Source: an optimization exercise on an open RTL-to-GDS flow (aim: small area, a short achievable clock period and few clock cycles per item). Production flows keep margins and buffers that such runs may drop. Where RTL was checked, it was by simulation tests only, not by an equivalence proof against the original. The clock port is modelled as an ideal driver, which makes a skipped or thinned clock tree look cheaper than it is; a real chip needs a root buffer or a tree. Power and IR drop assume default switching activity.

Setup of v32:
// at_response_line_parser_unit
module at_response_line_parser_unit (
	input  logic         clk,
	input  logic         arst_n,
	input  logic         in_valid,
	input  logic [7:0]   in_data,
	output logic         in_ready,
	output logic         out_valid,
	input  logic         out_ready,
	output logic [1:0]   out_kind,
	output logic [7:0]   out_byte,
	output logic         out_line_ok,
	output logic [15:0]  out_bad_line_count,
	output logic         out_last
);
==> module atrlp_outq, before the edit <==
module atrlp_outq (
	input  logic        clk,
	input  logic        arst_n,
	input  logic        emit,      
	input  logic [1:0]  r_kind,
	input  logic [7:0]  r_byte,
	input  logic        r_ok,
	input  logic        r_last,
	input  logic        rej,       
	output logic        out_valid,
	input  logic        out_ready,
	output logic [1:0]  out_kind,
	output logic [7:0]  out_byte,
	output logic        out_line_ok,
	output logic [15:0] out_bad_line_count,
	output logic        out_last
);
	logic        valid_q;
	logic [1:0]  kind_q;
	logic        ok_q;
	logic [15:0] cnt_q, cnt_d;
	assign out_valid          = valid_q;
	assign out_kind           = kind_q;
	assign out_line_ok        = ok_q;
	assign out_bad_line_count = cnt_q;
	always_ff @(posedge clk or negedge arst_n) begin
		if (!arst_n)
			valid_q <= 1'b0;
		else if (!valid_q || out_ready)
			valid_q <= emit;
	end
	atrlp_oreg u_oreg (
		.clk    (clk),
		.ov     (valid_q),
		.ordy   (out_ready),
		.d      ({r_kind, r_ok, r_byte, r_last}),
		.q      ({kind_q, ok_q, out_byte, out_last})
	);
	logic [8:0] ones;     
	logic       rs;       
	logic       take;
	assign rs   = rej && !(&cnt_q);
	assign take = !valid_q || out_ready;
	always_ff @(posedge clk or negedge arst_n) begin
		if (!arst_n)
			cnt_q <= '0;
		else
			cnt_q <= cnt_d;
	end
	assign ones[0] = 1'b1;
	for (genvar b = 0; b < 8; b++) begin : g_blk
		assign ones[b + 1] = ones[b] && (&cnt_q[2 * b +: 2]);
		atrlp_cntblk u_blk (
			.inc (take && rs && ones[b]),
			.q   (cnt_q[2 * b +: 2]),
			.d   (cnt_d[2 * b +: 2])
		);
	end
endmodule
==> module atrlp_cntblk, before the edit <==
module atrlp_cntblk (
	input  logic       inc,
	input  logic [1:0] q,
	output logic [1:0] d
);
	assign d = q + {1'b0, inc};
endmodule
==> flow/config.mk <==
export PLATFORM = sky130hd
export DESIGN_NAME = at_response_line_parser_unit
export DESIGN_NICKNAME = at_response_line_parser_unit
export VERILOG_FILES = /design/flow/design.v
export SDC_FILE = /design/flow/constraint.sdc
export NUM_CORES = 4
export LEC_CHECK = 0
export CAP_MARGIN = 20
export CORE_MARGIN = 2
export CORE_UTILIZATION = 40
export GPL_ROUTABILITY_DRIVEN = 1
export PLACE_DENSITY = 0.6
export SLEW_MARGIN = 20
export SYNTH_HIERARCHICAL = 1
export SYNTH_MINIMUM_KEEP_SIZE = 0
==> flow/constraint.sdc <==
create_clock -name core_clock -period 14.0 [get_ports {clk}]
set_input_delay 2.8000 -clock core_clock [delete_from_list [all_inputs] [get_ports {clk}]]
set_output_delay 2.8000 -clock core_clock [all_outputs]
set_load 0.01 [all_outputs]
standard.sh (not shown) runs the stock make flow with config.mk's settings and CLKGATE_MAP_FILE= SYNTH_SCRIPT=/design/flow/synth_recipe.tcl, a recipe that flattens the netlist after the stock synthesis.
==> flow/flow/run.sh <==
#!/bin/bash
# The standard layout with these changes:
#  - synthesis restructures the logic with ABC's &deepsyn and maps it with ABC's
#    delay-targeted 'map' (flow/map.abc);
#  - the ports get plain sky130_fd_sc_hd__buf_1 buffers;
#  - the clock tree is one level: the flip-flops are split into 4 groups by position and
#    each group gets a clkbuf_16 driven from the clock port (flow/clock_tree.tcl), in
#    place of ORFS's CTS step;
#  - timing repair after placement and after global routing only resizes gates, and aims
#    at 10.5 ns of setup slack at the design's 14 ns clock (ORFS's own repair aims at
#    0 ns, which every path meets with room to spare).
set -euo pipefail
work=$PWD
# Synthesis: the standard flow's script, with the logic mapped by flow/map.abc (delay-targeted 'map')
# instead of ORFS's abc_speed script.
cat > "$work/my_synth.tcl" <<EOT
proc abc {args} {
  set i [lsearch \$args -script]
  if {\$i >= 0} { lset args [expr {\$i + 1}] $work/flow/map.abc }
  yosys abc {*}\$args
}
source $work/synth_recipe.tcl
EOT
sed "s#SYNTH_SCRIPT=[^ ]*#SYNTH_SCRIPT=$work/my_synth.tcl#" standard.sh > my_standard.sh
export BUFFER_PORTS_ARGS="-buffer_cell sky130_fd_sc_hd__buf_1"
bash my_standard.sh place > flow_place.log 2>&1
export SETUP_SLACK_MARGIN=10.5
export SETUP_MOVE_SEQUENCE=sizeup,swap
RESULTS_DIR=$work/orfs/results/sky130hd/at_response_line_parser_unit/base \
LIB_FILE=$FLOW_HOME/platforms/sky130hd/lib/sky130_fd_sc_hd__tt_025C_1v80.lib \
PLATFORM_DIR=$FLOW_HOME/platforms/sky130hd \
DONT_USE_CELLS="$(make -s -C $FLOW_HOME DESIGN_CONFIG=$work/config.mk WORK_HOME=$work/orfs print-DONT_USE_CELLS | sed 's/^DONT_USE_CELLS: //')" \
CLK_GROUPS=4 CLK_CELL=sky130_fd_sc_hd__clkbuf_16 \
  openroad -no_init -exit flow/clock_tree.tcl > flow_clock_tree.log 2>&1
bash my_standard.sh finish > flow_finish.log 2>&1
Other scripts of this flow, unchanged in this note and not shown: flow/flow/clock_tree.tcl, flow/flow/map.abc
#### Input delta (v27 over v32)
-- flow/design.v --
<<< v32, line 468
		assign ones[b + 1] = ones[b] && (&cnt_q[2 * b +: 2]);
		atrlp_cntblk u_blk (
			.inc (take && rs && ones[b]),
			.q   (cnt_q[2 * b +: 2]),
			.d   (cnt_d[2 * b +: 2])
>>> v27, line 468
		assign ones[b + 1] = ones[b] && (&cnt_q[2 * b +: 2]);
		atrlp_cntblk u_blk (
			.take (take),
			.pre  (rs && ones[b]),
			.q   (cnt_q[2 * b +: 2]),
			.d   (cnt_d[2 * b +: 2])
<<< v32, line 487
endmodule
module atrlp_cntblk (
	input  logic       inc,
	input  logic [1:0] q,
	output logic [1:0] d
);
	assign d = q + {1'b0, inc};
endmodule
module at_response_line_parser_unit (
>>> v27, line 488
endmodule
module atrlp_cntblk (
	input  logic       take,
	input  logic       pre,
	input  logic [1:0] q,
	output logic [1:0] d
);
	assign d = q + {1'b0, take && pre};
endmodule
module at_response_line_parser_unit (
==> summary.txt <==
- Compared with v32, in v27 wire length of the first global-routing pass higher; final weighted congestion of routability-driven global placement -0.019; power share of the clock group fell by 1.5 points; combinational share of power picked up an extra 3.2 points.
- The run showing the smaller post-route fraction of the period consumed by the critical path is v27.
- Clock power delta (v32 -> v27): insignificant
- v32 leaves less setup margin than v27.
- v27 vs v32 — relative area change from synthesis to final layout rose 0.51 points.
- v27 gives more setup slack after placement than v32 did.
- v27 — area fraction in and, or, nand and nor cells after synthesis 1.4 points higher, v32 as reference
- Total power consumption of the routed design: v27 > v32
- Highest clock rate, v27 and v32: larger value in v27
No functional check of the RTL was part of any run of this note. In every run of this note, the design's own scripts or RTL, not TritonCTS, make the clock network.

== oak ==
Another version of the RTL of at_response_line_parser_unit (not shown whole).
For scale: roughly 510 cells after synthesis, ~60 flip-flops, roughly 42 I/O pins, roughly 4600 um^2 of cells after synthesis.
Settings: LEC_CHECK=0, CAP_MARGIN=20, CORE_MARGIN=2, CORE_UTILIZATION=40, GPL_ROUTABILITY_DRIVEN=1, PLACE_DENSITY=0.6, SLEW_MARGIN=20, SYNTH_HIERARCHICAL=1, SYNTH_MINIMUM_KEEP_SIZE=0; clock period 14.0 ns.
==> flow/flow/run.sh <==
#!/bin/bash
# The standard layout, with plain buffers on the ports instead of the resizer's pick.
set -euo pipefail
export BUFFER_PORTS_ARGS="-buffer_cell sky130_fd_sc_hd__buf_1"
bash standard.sh finish > standard_finish.log 2>&1
Inputs modified between oak and pine:
--- a/flow/design.v
+++ b/flow/design.v
@@ -6,13 +6,14 @@
 	output logic       in_ready,
 	input  logic       adv,
 	output logic       emit,      
 	output logic [1:0] r_kind,
 	output logic [7:0] r_byte,
 	output logic       r_ok,
-	output logic       r_last
+	output logic       r_last,
+	output logic       rej        
 );
 	logic        r0_v;
 	logic [7:0]  r0_d;
 	logic        fin;
 	logic [12:0] st_q, st_d;
 	atrlp_inbuf u_inbuf (
@@ -32,13 +33,14 @@
 		.st_q   (st_q),
 		.st_d   (st_d),
 		.fin    (fin),
 		.emit   (emit),
 		.r_kind (r_kind),
 		.r_byte (r_byte),
-		.r_ok   (r_ok)
+		.r_ok   (r_ok),
+		.rej    (rej)
 	);
 	assign r_last = fin;
 	atrlp_streg #(.W(13)) u_state (
 		.clk    (clk),
 		.arst_n (arst_n),
 		.adv    (adv),
@@ -74,25 +76,29 @@
 	input  logic       fin,
 	output logic       r0_v,
 	output logic [7:0] r0_d
 );
 	logic       r1_v;
 	logic [7:0] r1_d;
+	logic       rdy_q;     
 	logic       free;
-	assign in_ready = !r1_v;
+	assign in_ready = rdy_q;
 	assign free     = !r0_v || (adv && fin);
 	always_ff @(posedge clk or negedge arst_n) begin
 		if (!arst_n) begin
-			r0_v <= 1'b0;
-			r1_v <= 1'b0;
+			r0_v  <= 1'b0;
+			r1_v  <= 1'b0;
+			rdy_q <= 1'b1;
 		end else begin
 			if (free) begin
-				r0_v <= r1_v || in_valid;
-				r1_v <= 1'b0;
+				r0_v  <= r1_v || in_valid;
+				r1_v  <= 1'b0;
+				rdy_q <= 1'b1;
 			end else if (in_valid && !r1_v) begin
-				r1_v <= 1'b1;
+				r1_v  <= 1'b1;
+				rdy_q <= 1'b0;
 			end
 		end
 	end
 	always_ff @(posedge clk) begin
 		if (free)
 			r0_d <= r1_v ? r1_d : in_data;
@@ -106,13 +112,14 @@
 	input  logic [12:0] st_q,
 	output logic [12:0] st_d,
 	output logic        fin,
 	output logic        emit,
 	output logic [1:0]  r_kind,
 	output logic [7:0]  r_byte,
-	output logic        r_ok
+	output logic        r_ok,
+	output logic        rej
 );
 	localparam logic [7:0] CH_TAB   = 8'h09;
 	localparam logic [7:0] CH_LF    = 8'h0A;
 	localparam logic [7:0] CH_CR    = 8'h0D;
 	localparam logic [7:0] CH_SPACE = 8'h20;
 	localparam logic [7:0] CH_QUOTE = 8'h22;
@@ -163,12 +170,13 @@
 	assign c_blank = (c == CH_SPACE || c == CH_TAB);
 	assign virt    = hcr_q && !eol;           
 	assign x       = virt ? CH_CR : c;
 	assign x_bs    = !virt && c_bs;
 	assign x_blank_out = !virt && c_blank && !q_q;
 	assign seen    = (fs_q != FS_H0) || bs_q;  
+	assign rej = r0_v && eol && !(ph_q == PH_START || ph_q == PH_SKIP || (ph_q == PH_ANS && seen));
 	assign up = {x[7:6], x[5] & (q_q || !(x[7:5] == 3'b011 && x[4:0] >= 5'd1 && x[4:0] <= 5'd26)), x[4:0]};
 	always_comb begin
 		esc = 1'b1;
 		case (x)
 			CH_LR:    e = CH_CR;
 			CH_LN:    e = CH_LF;
@@ -371,12 +379,13 @@
 	input  logic        arst_n,
 	input  logic        emit,      
 	input  logic [1:0]  r_kind,
 	input  logic [7:0]  r_byte,
 	input  logic        r_ok,
 	input  logic        r_last,
+	input  logic        rej,       
 	output logic        adv,       
 	output logic        out_valid,
 	input  logic        out_ready,
 	output logic [1:0]  out_kind,
 	output logic [7:0]  out_byte,
 	output logic        out_line_ok,
@@ -409,15 +418,13 @@
 			byte_q <= r_byte;
 			ok_q   <= r_ok;
 			last_q <= r_last;
 		end
 	end
 	atrlp_cntinc u_inc (
-		.emit    (emit),
-		.r_kind  (r_kind),
-		.r_ok    (r_ok),
+		.rej     (rej),
 		.cnt_q   (cnt_q),
 		.inc     (inc),
 		.cnt_inc (cnt_inc)
 	);
 	atrlp_streg #(.W(16)) u_cnt (
 		.clk    (clk),
@@ -426,21 +433,20 @@
 		.pre    (inc),
 		.d      (cnt_inc),
 		.q      (cnt_q)
 	);
 endmodule
 module atrlp_cntinc (
-	input  logic        emit,
-	input  logic [1:0]  r_kind,
-	input  logic        r_ok,
+	input  logic        rej,
 	input  logic [15:0] cnt_q,
 	output logic        inc,
 	output logic [15:0] cnt_inc
 );
-	assign inc     = emit && r_kind == 2'd2 && !r_ok && cnt_q != 16'hFFFF;
-	assign cnt_inc = cnt_q + 16'd1;
+	logic carry;
+	assign {carry, cnt_inc} = {1'b0, cnt_q} + 17'd1;
+	assign inc = rej && !carry;
 endmodule
 module at_response_line_parser_unit (
 	input  logic         clk,
 	input  logic         arst_n,
 	input  logic         in_valid,
 	input  logic [7:0]   in_data,
@@ -456,33 +462,36 @@
 	logic       adv;
 	logic       emit;
 	logic [1:0] r_kind;
 	logic [7:0] r_byte;
 	logic       r_ok;
 	logic       r_last;
+	logic       rej;
 	atrlp_core u_core (
 		.clk      (clk),
 		.arst_n   (arst_n),
 		.in_valid (in_valid),
 		.in_data  (in_data),
 		.in_ready (in_ready),
 		.adv      (adv),
 		.emit     (emit),
 		.r_kind   (r_kind),
 		.r_byte   (r_byte),
 		.r_ok     (r_ok),
-		.r_last   (r_last)
+		.r_last   (r_last),
+		.rej      (rej)
 	);
 	atrlp_outq u_outq (
 		.clk                (clk),
 		.arst_n             (arst_n),
 		.emit               (emit),
 		.r_kind             (r_kind),
 		.r_byte             (r_byte),
 		.r_ok               (r_ok),
 		.r_last             (r_last),
+		.rej                (rej),
 		.adv                (adv),
 		.out_valid          (out_valid),
 		.out_ready          (out_ready),
 		.out_kind           (out_kind),
 		.out_byte           (out_byte),
 		.out_line_ok        (out_line_ok),
Findings:
- Multi-input gate count, oak and pine: smaller value in oak
- oak → pine: worst path buffer plus inverter count -1; detailed-routed wire length on met3 +1.2%.
- Looking at area growth from synthesis to layout, pine sits 0.80 points higher than oak does.
- Register-to-register slack: oak and pine compared, higher one is pine
Testbench counts of pine, summed over its fixed seeds: cycles 71,637, bytes 57,729.
Only the layout flow was run in oak; the RTL was not checked for function there.

The RTL this note starts from:
==> flow/design.v <==
module atrlp_core (
	input  logic       clk,
	input  logic       arst_n,
	input  logic       in_valid,
	input  logic [7:0] in_data,
	output logic       in_ready,
	input  logic       adv,
	output logic       emit,
	output logic [1:0] r_kind,
	output logic [7:0] r_byte,
	output logic       r_ok,
	output logic       r_last
);
	localparam logic [7:0] CH_TAB   = 8'h09;
	localparam logic [7:0] CH_LF    = 8'h0A;
	localparam logic [7:0] CH_CR    = 8'h0D;
	localparam logic [7:0] CH_SPACE = 8'h20;
	localparam logic [7:0] CH_QUOTE = 8'h22;
	localparam logic [7:0] CH_HASH  = 8'h23;
	localparam logic [7:0] CH_EQ    = 8'h3D;
	localparam logic [7:0] CH_UA    = 8'h41;
	localparam logic [7:0] CH_UR    = 8'h52;
	localparam logic [7:0] CH_UT    = 8'h54;
	localparam logic [7:0] CH_BS    = 8'h5C;
	localparam logic [7:0] CH_LA    = 8'h61;
	localparam logic [7:0] CH_LN    = 8'h6E;
	localparam logic [7:0] CH_LR    = 8'h72;
	localparam logic [7:0] CH_LT    = 8'h74;
	localparam logic [2:0] PH_START = 3'd0;  
	localparam logic [2:0] PH_ONE_U = 3'd1;  
	localparam logic [2:0] PH_ONE_L = 3'd2;  
	localparam logic [2:0] PH_AT    = 3'd3;  
	localparam logic [2:0] PH_REQ   = 3'd4;  
	localparam logic [2:0] PH_ANS   = 3'd5;  
	localparam logic [2:0] PH_SKIP  = 3'd6;  
	localparam logic [2:0] PH_BAD   = 3'd7;  
	localparam logic [2:0] FS_H0  = 3'd0;
	localparam logic [2:0] FS_H1  = 3'd1;
	localparam logic [2:0] FS_H2  = 3'd2;
	localparam logic [2:0] FS_P1  = 3'd3;
	localparam logic [2:0] FS_P1H = 3'd4;
	localparam logic [2:0] FS_P2H = 3'd5;
	localparam logic [2:0] FS_P3  = 3'd6;
	logic       r0_v, r1_v;
	logic [7:0] r0_d, r1_d;
	logic       consume;
	assign in_ready = !r1_v;
	logic [2:0] ph_q;
	logic       q_q;       
	logic [1:0] mp_q;      
	logic       bs_q;      
	logic [2:0] fs_q;      
	logic       seen_q;    
	logic       lcr_q;     
	logic       l2_q;      
	logic       hcr_q;     
	logic [2:0] ph_d;
	logic       q_d, bs_d, seen_d, lcr_d, l2_d, hcr_d;
	logic [1:0] mp_d;
	logic [2:0] fs_d;
	logic       step;
	logic       fin;       
	logic [7:0] c, x, d;
	logic       eol, virt;
	logic       x_bs, x_blank_out, esc, dfin, fr_emit;
	logic [7:0] fr_byte, e;
	assign c    = r0_d;
	assign eol  = (c == CH_LF);
	assign virt = hcr_q && !eol;           
	assign x    = virt ? CH_CR : c;
	assign x_bs = (x == CH_BS);
	assign x_blank_out = (x == CH_SPACE || x == CH_TAB) && !q_q;
	always_comb begin
		esc = 1'b1;
		case (x)
			CH_LR:    e = CH_CR;
			CH_LN:    e = CH_LF;
			CH_LT:    e = CH_TAB;
			CH_QUOTE: e = CH_QUOTE;
			CH_BS:    e = CH_BS;
			default: begin e = CH_BS; esc = 1'b0; end
		endcase
	end
	assign d = bs_q ? e : x;
	always_comb begin
		fr_emit = 1'b1;
		fr_byte = CH_CR;
		dfin    = 1'b0;
		fs_d    = fs_q;
		case (fs_q)
			FS_H0: begin
				if (d == CH_CR) begin
					fr_emit = 1'b0;
					dfin    = 1'b1;
					fs_d    = FS_H1;
				end else begin
					fs_d = FS_P1;
				end
			end
			FS_H1:  fs_d = FS_P1H;
			FS_P1: begin
				fr_byte = CH_LF;
				fs_d    = FS_P3;
			end
			FS_P1H: begin
				fr_byte = CH_LF;
				if (d == CH_LF) begin
					dfin = 1'b1;
					fs_d = FS_H2;
				end else begin
					fs_d = FS_P2H;
				end
			end
			FS_P2H: fs_d = FS_P3;
			default: begin  
				fr_byte = d;
				dfin    = 1'b1;
				fs_d    = FS_H2;
			end
		endcase
	end
	always_comb begin
		emit   = 1'b0;
		r_kind = 2'd0;
		r_byte = x;
		r_ok   = 1'b0;
		fin    = 1'b1;
		ph_d   = ph_q;
		q_d    = q_q;
		mp_d   = mp_q;
		bs_d   = bs_q;
		seen_d = seen_q;
		lcr_d  = lcr_q;
		l2_d   = l2_q;
		hcr_d  = hcr_q;
		if (eol) begin
			if (ph_q == PH_START || ph_q == PH_SKIP) begin
			end else if (ph_q == PH_ANS && seen_q) begin
				r_kind = 2'd1;
				if (bs_q) begin
					emit   = fr_emit;
					r_byte = fr_byte;
					fin    = 1'b0;
					if (dfin)
						bs_d = 1'b0;
				end else if (fs_q == FS_H1 || fs_q == FS_P1H || fs_q == FS_P2H) begin
					emit   = 1'b1;
					fin    = 1'b0;
					r_byte = (fs_q == FS_P1H) ? CH_LF : CH_CR;
				end else if (fs_q == FS_P1) begin
					emit   = 1'b1;
					fin    = 1'b0;
					r_byte = CH_LF;
				end else if (!l2_q) begin
					emit   = 1'b1;
					fin    = 1'b0;
					r_byte = CH_CR;
				end else begin
					emit   = 1'b1;
					r_kind = 2'd2;
					r_byte = 8'h00;
					r_ok   = 1'b1;
				end
			end else begin
				emit   = 1'b1;
				r_kind = 2'd2;
				r_byte = 8'h00;
				r_ok   = 1'b0;
			end
		end else if (!hcr_q && c == CH_CR) begin
		end else begin
			case (ph_q)
				PH_START: begin
					if (x == CH_HASH)
						ph_d = PH_SKIP;
					else if (x == CH_UA)
						ph_d = PH_ONE_U;
					else if (x == CH_LA)
						ph_d = PH_ONE_L;
					else
						ph_d = PH_BAD;
				end
				PH_ONE_U, PH_ONE_L: begin
					if ((ph_q == PH_ONE_U && x == CH_UT) || (ph_q == PH_ONE_L && x == CH_LT)) begin
						emit   = 1'b1;
						r_byte = CH_UA;
						fin    = 1'b0;
						ph_d   = PH_AT;
					end else begin
						ph_d = PH_BAD;
					end
				end
				PH_AT: begin
					emit   = 1'b1;
					r_byte = CH_UT;
					ph_d   = PH_REQ;
				end
				PH_REQ: begin
					if (mp_q == 2'd2 && x == CH_EQ) begin
						ph_d = PH_ANS;
					end else if (mp_q == 2'd1 && x == CH_LR) begin
						mp_d = 2'd2;
					end else if (mp_q == 2'd2) begin
						emit   = 1'b1;
						r_byte = CH_BS;
						fin    = 1'b0;
						mp_d   = 2'd3;
					end else if (mp_q != 2'd0) begin
						emit   = 1'b1;
						r_byte = (mp_q == 2'd1) ? CH_BS : (q_q ? CH_LR : CH_UR);
						mp_d   = x_bs ? 2'd1 : 2'd0;
						fin    = x_bs || x_blank_out;
					end else if (x_bs) begin
						mp_d = 2'd1;
					end else if (x_blank_out) begin
					end else begin
						emit = 1'b1;
						if (x == CH_QUOTE)
							q_d = !q_q;
						else if (!q_q && x >= 8'h61 && x <= 8'h7A)
							r_byte = x - 8'h20;
					end
				end
				PH_ANS: begin
					seen_d = 1'b1;
					r_kind = 2'd1;
					if (!bs_q && x_bs) begin
						bs_d = 1'b1;
					end else begin
						emit   = fr_emit;
						r_byte = fr_byte;
						fin    = dfin && !(bs_q && !esc);
						if (dfin)
							bs_d = 1'b0;
					end
				end
				default: ;  
			endcase
		end
		if (emit && r_kind == 2'd1) begin
			lcr_d = (r_byte == CH_CR);
			l2_d  = lcr_q && (r_byte == CH_LF);
		end
		if (virt && fin && c != CH_CR) begin
			hcr_d = 1'b0;
			if (ph_d == PH_REQ && (c == CH_BS || ((c == CH_SPACE || c == CH_TAB) && !q_d))) begin
				if (c == CH_BS)
					mp_d = 2'd1;
			end else if (ph_d == PH_ANS && c == CH_BS) begin
				bs_d = 1'b1;
			end else begin
				fin = 1'b0;
			end
		end else if (!virt && !eol && c == CH_CR) begin
			hcr_d = 1'b1;
		end
		if (eol && fin) begin
			ph_d   = PH_START;
			q_d    = 1'b0;
			mp_d   = 2'd0;
			bs_d   = 1'b0;
			seen_d = 1'b0;
			lcr_d  = 1'b0;
			l2_d   = 1'b0;
			hcr_d  = 1'b0;
		end
		if (ph_d == PH_ANS && ph_q == PH_REQ) begin
			bs_d   = 1'b0;
			seen_d = 1'b0;
			lcr_d  = 1'b0;
			l2_d   = 1'b0;
		end
		r_last = fin;
		emit   = emit && step;
	end
	logic [2:0] fs_n;
	always_comb begin
		fs_n = fs_q;
		if (eol && fin)
			fs_n = FS_H0;
		else if (ph_q == PH_REQ && ph_d == PH_ANS)
			fs_n = FS_H0;
		else if (eol && ph_q == PH_ANS && seen_q) begin
			if (bs_q)
				fs_n = fs_d;
			else if (fs_q == FS_H1)
				fs_n = FS_P1H;
			else if (fs_q == FS_P1H)
				fs_n = FS_P2H;
			else if (fs_q == FS_P2H)
				fs_n = FS_H2;
			else if (fs_q == FS_P1)
				fs_n = FS_H2;
			else if (!l2_q)
				fs_n = FS_P1;
		end else if (!eol && ph_q == PH_ANS && (bs_q || !x_bs) && !(!hcr_q && c == CH_CR))
			fs_n = fs_d;
	end
	assign step    = r0_v && adv;
	assign consume = step && fin;
	always_ff @(posedge clk or negedge arst_n) begin
		if (!arst_n) begin
			r0_v   <= 1'b0;
			r1_v   <= 1'b0;
			ph_q   <= PH_START;
			q_q    <= 1'b0;
			mp_q   <= 2'd0;
			bs_q   <= 1'b0;
			fs_q   <= FS_H0;
			seen_q <= 1'b0;
			lcr_q  <= 1'b0;
			l2_q   <= 1'b0;
			hcr_q  <= 1'b0;
		end else begin
			if (!r0_v || consume) begin
				r0_v <= r1_v || in_valid;
				r1_v <= 1'b0;
			end else if (in_valid && !r1_v) begin
				r1_v <= 1'b1;
			end
			if (step) begin
				ph_q   <= ph_d;
				q_q    <= q_d;
				mp_q   <= mp_d;
				bs_q   <= bs_d;
				fs_q   <= fs_n;
				seen_q <= seen_d;
				lcr_q  <= lcr_d;
				l2_q   <= l2_d;
				hcr_q  <= hcr_d;
			end
		end
	end
	always_ff @(posedge clk) begin
		if (!r0_v || consume)
			r0_d <= r1_v ? r1_d : in_data;
		if (!r1_v)
			r1_d <= in_data;
	end
endmodule
module atrlp_outq (
	input  logic        clk,
	input  logic        arst_n,
	input  logic        emit,      
	input  logic [1:0]  r_kind,
	input  logic [7:0]  r_byte,
	input  logic        r_ok,
	input  logic        r_last,
	output logic        adv,       
	output logic        out_valid,
	input  logic        out_ready,
	output logic [1:0]  out_kind,
	output logic [7:0]  out_byte,
	output logic        out_line_ok,
	output logic [15:0] out_bad_line_count,
	output logic        out_last
);
	logic        valid_q;
	logic [1:0]  kind_q;
	logic [7:0]  byte_q;
	logic        ok_q;
	logic        last_q;
	logic [15:0] cnt_q;
	assign adv = !valid_q || out_ready;
	assign out_valid          = valid_q;
	assign out_kind           = kind_q;
	assign out_byte           = byte_q;
	assign out_line_ok        = ok_q;
	assign out_last           = last_q;
	assign out_bad_line_count = cnt_q;
	always_ff @(posedge clk or negedge arst_n) begin
		if (!arst_n) begin
			valid_q <= 1'b0;
			cnt_q   <= '0;
		end else begin
			if (adv)
				valid_q <= emit;
			if (emit && r_kind == 2'd2 && !r_ok && cnt_q != 16'hFFFF)
				cnt_q <= cnt_q + 16'd1;
		end
	end
	always_ff @(posedge clk) begin
		if (emit) begin
			kind_q <= r_kind;
			byte_q <= r_byte;
			ok_q   <= r_ok;
			last_q <= r_last;
		end
	end
endmodule
module at_response_line_parser_unit (
	input  logic         clk,
	input  logic         arst_n,
	input  logic         in_valid,
	input  logic [7:0]   in_data,
	output logic         in_ready,
	output logic         out_valid,
	input  logic         out_ready,
	output logic [1:0]   out_kind,
	output logic [7:0]   out_byte,
	output logic         out_line_ok,
	output logic [15:0]  out_bad_line_count,
	output logic         out_last
);
	logic       adv;
	logic       emit;
	logic [1:0] r_kind;
	logic [7:0] r_byte;
	logic       r_ok;
	logic       r_last;
	atrlp_core u_core (
		.clk      (clk),
		.arst_n   (arst_n),
		.in_valid (in_valid),
		.in_data  (in_data),
		.in_ready (in_ready),
		.adv      (adv),
		.emit     (emit),
		.r_kind   (r_kind),
		.r_byte   (r_byte),
		.r_ok     (r_ok),
		.r_last   (r_last)
	);
	atrlp_outq u_outq (
		.clk                (clk),
		.arst_n             (arst_n),
		.emit               (emit),
		.r_kind             (r_kind),
		.r_byte             (r_byte),
		.r_ok               (r_ok),
		.r_last             (r_last),
		.adv                (adv),
		.out_valid          (out_valid),
		.out_ready          (out_ready),
		.out_kind           (out_kind),
		.out_byte           (out_byte),
		.out_line_ok        (out_line_ok),
		.out_bad_line_count (out_bad_line_count),
		.out_last           (out_last)
	);
endmodule
Settings: LEC_CHECK=0, CAP_MARGIN=20, CORE_MARGIN=2, CORE_UTILIZATION=15, GPL_ROUTABILITY_DRIVEN=1, PLACE_DENSITY=0.25, SLEW_MARGIN=20; clock period 14.0 ns.
run.sh (not shown) runs the stock make flow with config.mk's settings and CLKGATE_MAP_FILE= SYNTH_SCRIPT=/design/flow/synth_recipe.tcl, a recipe that flattens the netlist after the stock synthesis.
Stock flow here: none of the scripts above is used.
Testbench counts at the start, summed over its fixed seeds: cycles 71,637, bytes 57,729.
Rerun with:
--- a/flow/design.v
+++ b/flow/design.v
@@ -3,11 +3,11 @@
 	input  logic       arst_n,
 	input  logic       in_valid,
 	input  logic [7:0] in_data,
 	output logic       in_ready,
 	input  logic       adv,
-	output logic       emit,
+	output logic       emit,      
 	output logic [1:0] r_kind,
 	output logic [7:0] r_byte,
 	output logic       r_ok,
 	output logic       r_last
 );
@@ -269,11 +269,11 @@
 			seen_d = 1'b0;
 			lcr_d  = 1'b0;
 			l2_d   = 1'b0;
 		end
 		r_last = fin;
-		emit   = emit && step;
+		emit   = emit && r0_v;
 	end
 	logic [2:0] fs_n;
 	always_comb begin
 		fs_n = fs_q;
 		if (eol && fin)
@@ -373,16 +373,16 @@
 			valid_q <= 1'b0;
 			cnt_q   <= '0;
 		end else begin
 			if (adv)
 				valid_q <= emit;
-			if (emit && r_kind == 2'd2 && !r_ok && cnt_q != 16'hFFFF)
+			if (adv && emit && r_kind == 2'd2 && !r_ok && cnt_q != 16'hFFFF)
 				cnt_q <= cnt_q + 16'd1;
 		end
 	end
 	always_ff @(posedge clk) begin
-		if (emit) begin
+		if (adv && emit) begin
 			kind_q <= r_kind;
 			byte_q <= r_byte;
 			ok_q   <= r_ok;
 			last_q <= r_last;
 		end
What happened: Non-clock buffer count increases by 2. Cell count decreases by 2.9%. Global-route usage increases by 0.53 points. Total power increases by 7.0%. Clock-buffer cell count increases by 2. Fmax increases by 6.9%. Routed wire length decreases by 3.3%. Via count decreases by 4.3%. Flip-flop and latch count stays the same. Combinational power increases by 11%. Sequential share of layout area increases by 1.2 points. Design area decreases by 4.2%.
The RTL of the second run of this note was laid out without a check of its function.

port drivers added, routing unchanged:
Ports are ideal in the flow. The routed layouts listed here were re-timed in OpenROAD. Step 1: set_driving_cell puts a clkbuf_16 on clk and a buf_2 on each other input, an assumption about the parent block. Step 2 also shifts input and output timing later by t, the mid clock arrival at the registers, as if the neighbouring blocks saw the same clock. a / b / c = no drivers / after step 1 / after step 2; a / b = the first two.
run	t, ns	setup slack, ns	worst setup path after step 2
v32	0.211	10.307 / 10.324 / 10.113	input to register
v27	0.212	10.418 / 10.336 / 10.247	input to register
oak	0.372	9.986 / 9.949 / 10.045	input to register
pine	0.377	10.156 / 10.118 / 10.050	input to register
the first run of note 3	0.388	8.546 / 8.567 / 8.179	input to register
the second run of note 3	0.386	8.900 / 8.923 / 8.537	input to register
After both steps setup and hold are still met in every run listed. For the first run of note 3, which loses most, drivers alone change the setup slack by +0.021 ns; drivers and shift together by -0.367 ns.
